From an optimization exercise on the open Yosys and OpenROAD flow, aimed at small area; shortcuts taken in it are not production practice.
Function was checked by simulation only, so behaviour that the tests miss may differ from the original.
Power and IR drop assume default switching activity.

==> run G <==
// fetch_top
module fetch_top (
    input  logic        clk_i,
    input  logic        rst_i,
    input  logic        stall_i,
    input  logic [31:0] fetch_instr_i,
    input  logic        wb_en_i,
    input  logic [4:0]  wb_addr_i,
    input  logic [31:0] wb_data_i,
    output logic [31:0] fetch_pc_o,
    output logic        issue_valid_o,
    output logic [31:0] issue_pc_o,
    output logic [31:0] issue_instr_o,
    output logic        mispredict_o
);
    logic        flush;
    logic        train;
    logic [31:0] ex_next;
    logic        if_hit;
    logic        id_valid;
    logic [31:0] id_pc;
    logic [31:0] id_instr;
    logic        id_hit;
    fetch_unit u_fetch_unit (
        .clk_i     (clk_i),
        .rst_i     (rst_i),
        .stall_i   (stall_i),
        .flush_i   (flush),
        .train_i   (train),
        .ex_pc_i   (issue_pc_o),
        .ex_next_i (ex_next),
        .pc_o      (fetch_pc_o),
        .btb_hit_o (if_hit)
    );
    fetch_buffer u_fetch_buffer (
        .clk_i     (clk_i),
        .rst_i     (rst_i),
        .stall_i   (stall_i),
        .flush_i   (flush),
        .pc_i      (fetch_pc_o),
        .instr_i   (fetch_instr_i),
        .btb_hit_i (if_hit),
        .valid_o   (id_valid),
        .pc_o      (id_pc),
        .instr_o   (id_instr),
        .btb_hit_o (id_hit)
    );
    decode_resolve u_decode_resolve (
        .clk_i         (clk_i),
        .rst_i         (rst_i),
        .stall_i       (stall_i),
        .id_valid_i    (id_valid),
        .id_pc_i       (id_pc),
        .id_instr_i    (id_instr),
        .id_btb_hit_i  (id_hit),
        .fetch_pc_i    (fetch_pc_o),
        .wb_en_i       (wb_en_i),
        .wb_addr_i     (wb_addr_i),
        .wb_data_i     (wb_data_i),
        .flush_o       (flush),
        .train_o       (train),
        .ex_next_o     (ex_next),
        .issue_valid_o (issue_valid_o),
        .issue_pc_o    (issue_pc_o),
        .issue_instr_o (issue_instr_o)
    );
    assign mispredict_o = flush;
endmodule
==> module sel_aoi22, before the edit <==
module sel_aoi22 (
    input  logic a0, b0, a1, b1,
    output logic y_n
);
    assign y_n = ~((a0 & b0) | (a1 & b1));
endmodule
==> module onehot_mux32, before the edit <==
module onehot_mux32 #(
    parameter int W = 32
) (
    input  logic [31:0]   sel_i,
    input  logic [31:0][W-1:0] data_i,
    output logic [W-1:0]  data_o
);
    for (genvar b = 0; b < W; b++) begin : g_bit
        logic [10:0] part_n;
        for (genvar g = 0; g < 11; g++) begin : g_grp
            if (g < 10) begin : g_three
                sel_aoi222 u_aoi (
                    .a0 (sel_i[3*g]),   .b0 (data_i[3*g][b]),
                    .a1 (sel_i[3*g+1]), .b1 (data_i[3*g+1][b]),
                    .a2 (sel_i[3*g+2]), .b2 (data_i[3*g+2][b]),
                    .y_n (part_n[g])
                );
            end else begin : g_two
                sel_aoi22 u_aoi (
                    .a0 (sel_i[30]), .b0 (data_i[30][b]),
                    .a1 (sel_i[31]), .b1 (data_i[31][b]),
                    .y_n (part_n[g])
                );
            end
        end
        assign data_o[b] = ~&part_n;
    end
endmodule
==> module reg_file, before the edit <==
module reg_file (
    input  logic                clk_i,
    input  logic                rst_i,
    input  fetch_pkg::reg_idx_t rs1_i,
    input  fetch_pkg::reg_idx_t rs2_i,
    input  logic                wb_en_i,
    input  fetch_pkg::reg_idx_t wb_addr_i,
    input  fetch_pkg::word_t    wb_data_i,
    output fetch_pkg::word_t    rd1_o,
    output fetch_pkg::word_t    rd2_o
);
    logic [31:1][31:0] regs_q;
    logic [31:1]       written_q;
    logic [31:0][31:0] rd_data;
    for (genvar i = 1; i < 32; i++) begin : g_reg
        always_ff @(posedge clk_i or posedge rst_i) begin
            if (rst_i) begin
                written_q[i] <= 1'b0;
            end else if (wb_en_i && (wb_addr_i == i)) begin
                written_q[i] <= 1'b1;
            end
        end
        always_ff @(posedge clk_i) begin
            if (wb_en_i && (wb_addr_i == i)) begin
                regs_q[i] <= wb_data_i;
            end
        end
    end
    logic [31:0] sel1;
    logic [31:0] sel2;
    assign sel1    = (32'd1 << rs1_i) & {written_q, 1'b0};
    assign sel2    = (32'd1 << rs2_i) & {written_q, 1'b0};
    assign rd_data = {regs_q, 32'd0};
    onehot_mux32 #(.W(32)) u_rd1 (.sel_i(sel1), .data_i(rd_data), .data_o(rd1_o));
    onehot_mux32 #(.W(32)) u_rd2 (.sel_i(sel2), .data_i(rd_data), .data_o(rd2_o));
endmodule
Settings: LEC_CHECK=0, CAP_MARGIN=20, CORE_MARGIN=2, CORE_UTILIZATION=45, SLEW_MARGIN=20, SYNTH_HIERARCHICAL=1; clock period 10.0 ns.
run.sh (not shown) runs the stock make flow with config.mk's settings and CLKGATE_MAP_FILE= SYNTH_SCRIPT=/design/flow/synth_recipe.tcl, a recipe that flattens the netlist after the stock synthesis.
==> inputs of run R, as changes to run G <==
--- a/flow/design.v
+++ b/flow/design.v
@@ -15,32 +15,23 @@
 endmodule
-module sel_aoi22 (
-    input  logic a0, b0, a1, b1,
-    output logic y_n
-);
-    assign y_n = ~((a0 & b0) | (a1 & b1));
-endmodule
 module onehot_mux32 #(
-    parameter int W = 32
+    parameter int W = 32,
+    parameter int N = 32
 ) (
-    input  logic [31:0]   sel_i,
-    input  logic [31:0][W-1:0] data_i,
-    output logic [W-1:0]  data_o
+    input  logic [N-1:0]        sel_i,
+    input  logic [N-1:0][W-1:0] data_i,
+    output logic [W-1:0]        data_o
 );
+    localparam int P = (N == 32) ? 12 : 11;
     for (genvar b = 0; b < W; b++) begin : g_bit
-        logic [10:0] part_n;
-        for (genvar g = 0; g < 11; g++) begin : g_grp
-            if (g < 10) begin : g_three
-                sel_aoi222 u_aoi (
-                    .a0 (sel_i[3*g]),   .b0 (data_i[3*g][b]),
-                    .a1 (sel_i[3*g+1]), .b1 (data_i[3*g+1][b]),
-                    .a2 (sel_i[3*g+2]), .b2 (data_i[3*g+2][b]),
-                    .y_n (part_n[g])
-                );
-            end else begin : g_two
-                sel_aoi22 u_aoi (
-                    .a0 (sel_i[30]), .b0 (data_i[30][b]),
-                    .a1 (sel_i[31]), .b1 (data_i[31][b]),
-                    .y_n (part_n[g])
-                );
-            end
+        logic [P-1:0] part_n;
+        for (genvar g = 0; g < 10; g++) begin : g_grp
+            sel_aoi222 u_aoi (
+                .a0 (sel_i[3*g]),   .b0 (data_i[3*g][b]),
+                .a1 (sel_i[3*g+1]), .b1 (data_i[3*g+1][b]),
+                .a2 (sel_i[3*g+2]), .b2 (data_i[3*g+2][b]),
+                .y_n (part_n[g])
+            );
+        end
+        for (genvar e = 30; e < N; e++) begin : g_one
+            assign part_n[e - 20] = ~(sel_i[e] & data_i[e][b]);
         end
@@ -175,3 +166,2 @@
     logic [31:1]       written_q;
-    logic [31:0][31:0] rd_data;
     for (genvar i = 1; i < 32; i++) begin : g_reg
@@ -190,9 +180,12 @@
     end
-    logic [31:0] sel1;
-    logic [31:0] sel2;
-    assign sel1    = (32'd1 << rs1_i) & {written_q, 1'b0};
-    assign sel2    = (32'd1 << rs2_i) & {written_q, 1'b0};
-    assign rd_data = {regs_q, 32'd0};
-    onehot_mux32 #(.W(32)) u_rd1 (.sel_i(sel1), .data_i(rd_data), .data_o(rd1_o));
-    onehot_mux32 #(.W(32)) u_rd2 (.sel_i(sel2), .data_i(rd_data), .data_o(rd2_o));
+    logic [31:0] dec1;
+    logic [31:0] dec2;
+    logic [31:1] sel1;
+    logic [31:1] sel2;
+    assign dec1 = 32'd1 << rs1_i;
+    assign dec2 = 32'd1 << rs2_i;
+    assign sel1 = dec1[31:1] & written_q;
+    assign sel2 = dec2[31:1] & written_q;
+    onehot_mux32 #(.W(32), .N(31)) u_rd1 (.sel_i(sel1), .data_i(regs_q), .data_o(rd1_o));
+    onehot_mux32 #(.W(32), .N(31)) u_rd2 (.sel_i(sel2), .data_i(regs_q), .data_o(rd2_o));
 endmodule
==> flow/flow/run.sh (new file) <==
#!/bin/bash
# Standard layout, with a lighter clock tree (no dummy loads, sink clusters
# of at most 20 flip-flops within 90 um on clkbuf_16) and buf_1 port buffers.
set -euo pipefail
bash standard.sh \
  "CTS_ARGS=-sink_clustering_enable -repair_clock_nets -dont_use_dummy_load -buf_list sky130_fd_sc_hd__clkbuf_16 -sink_clustering_size 20 -sink_clustering_max_diameter 90" \
  "BUFFER_PORTS_ARGS=-buffer_cell sky130_fd_sc_hd__buf_1" \
  finish > make_finish.log 2>&1
==> flow/standard.sh (new file) <==
#!/bin/bash
# synth_recipe.tcl (not shown) runs the flow's synth.tcl, then flattens the netlist and writes it again
# the make line also repeats each setting of config.mk as NAME=value (left out here)
make -C /OpenROAD-flow-scripts/flow DESIGN_CONFIG=/design/flow/config.mk WORK_HOME=/design/flow/orfs CLKGATE_MAP_FILE= SYNTH_SCRIPT=/design/flow/synth_recipe.tcl "${@:-finish}"
removed: flow/run.sh
==> run notes <==
Between run R and run G, the lower via count is in run R (gap 3.5%, measured against run G).
Clock power: run G is larger than run R (about 70%).
Sequential cell count is the same in run G and run R.
Of run G and run R, run G has the higher final area (gap 6.6%, measured against run R).
In run R the power is lower than in run G, by about 16%.
In run R the die area is smaller than in run G, by about 0.8%.
Between run R and run G, the lower register-to-register slack is in run R (gap 0.45 ns).
In run R the first-iteration DRC count is larger than in run G, by about 2%.
Of run R and run G, run G has the higher synthesized cell count (gap 1.6%, measured against run G).
Run R ran to the end with no violations. Run G passed the timing, design-rule and antenna checks.
==> figures <==
| item | run G | run R |
|---|---|---|
| Switching Share | 23.8% | 24.9% |
| Amount of wire on met2 after detailed routing | 191000 µm | 190000 µm |
| Setup crit end | u_decode_resolve.ex_next_o[27] | u_fetch_unit.pc_q[9] |
| Layout cell share with drive strength beyond 1 | 14.6% | 9.96% |
| Logic pwr share | 7.8% | 10.2% |
| Post-synthesis share of cell area spent on and, or, nand and nor gates | 5.38% | 4.86% |
| Clock distribution area overhead in the final layout | 7.61% | 3.43% |
| Seq pwr share | 51.6% | 61.0% |
| Filler-free cell count of the finished design | 10800 | 10100 |
| Outcome | timing/DRC/antenna clean | timing/DRC/antenna clean |
| Ratio of final minimum period to clock period | 70.6% | 75.1% |
| GR Layer Usage met2 | 48.2% | 48.3% |
| Share of synthesized area spent on multiplexers | 0.530% | 0.555% |
| CP max-delay cell | nor4_1 | dfrtp_1 |
| Combined area of the multi-input logic cells | 26300 µm² | 24800 µm² |
| FF-to-FF Start | u_fetch_buffer.instr_o[17] | u_fetch_unit.pc_q[2] |
| Routed WL | 414000 µm | 399000 µm |
| Effective utilization at floorplan | 45.3% | 45.2% |
| Global-route wire length before repair | 568000 µm | 548000 µm |
| Tightest Pin Transition | 1.15 ns | 1.12 ns |

==> what the ideal ports hide <==
No port has a modelled driver above. Below, the same layouts with a new extraction and two added sets of constraints. Step 1 (the two cells are an assumption about what drives the block):
set clk [get_ports {clk_i}]
set_driving_cell -lib_cell sky130_fd_sc_hd__clkbuf_16 $clk
set_driving_cell -lib_cell sky130_fd_sc_hd__buf_2 [delete_from_list [all_inputs] $clk]
Step 2 adds t to the input delays and takes it off the output delays; t is the mean of the earliest and latest rising clock arrival at the registers after step 1. Input paths then give back, and output paths get back, about the clock's delay inside the block. Slacks: ideal / step 1 / step 2; pairs: ideal / step 1.
run	t, ns	setup slack, ns	pins driven straight from the clock port
run G	0.966	2.941 / 2.941 / 2.941	1
run R	0.934	2.486 / 2.486 / 2.486	1
After both steps every run listed still meets setup and hold.
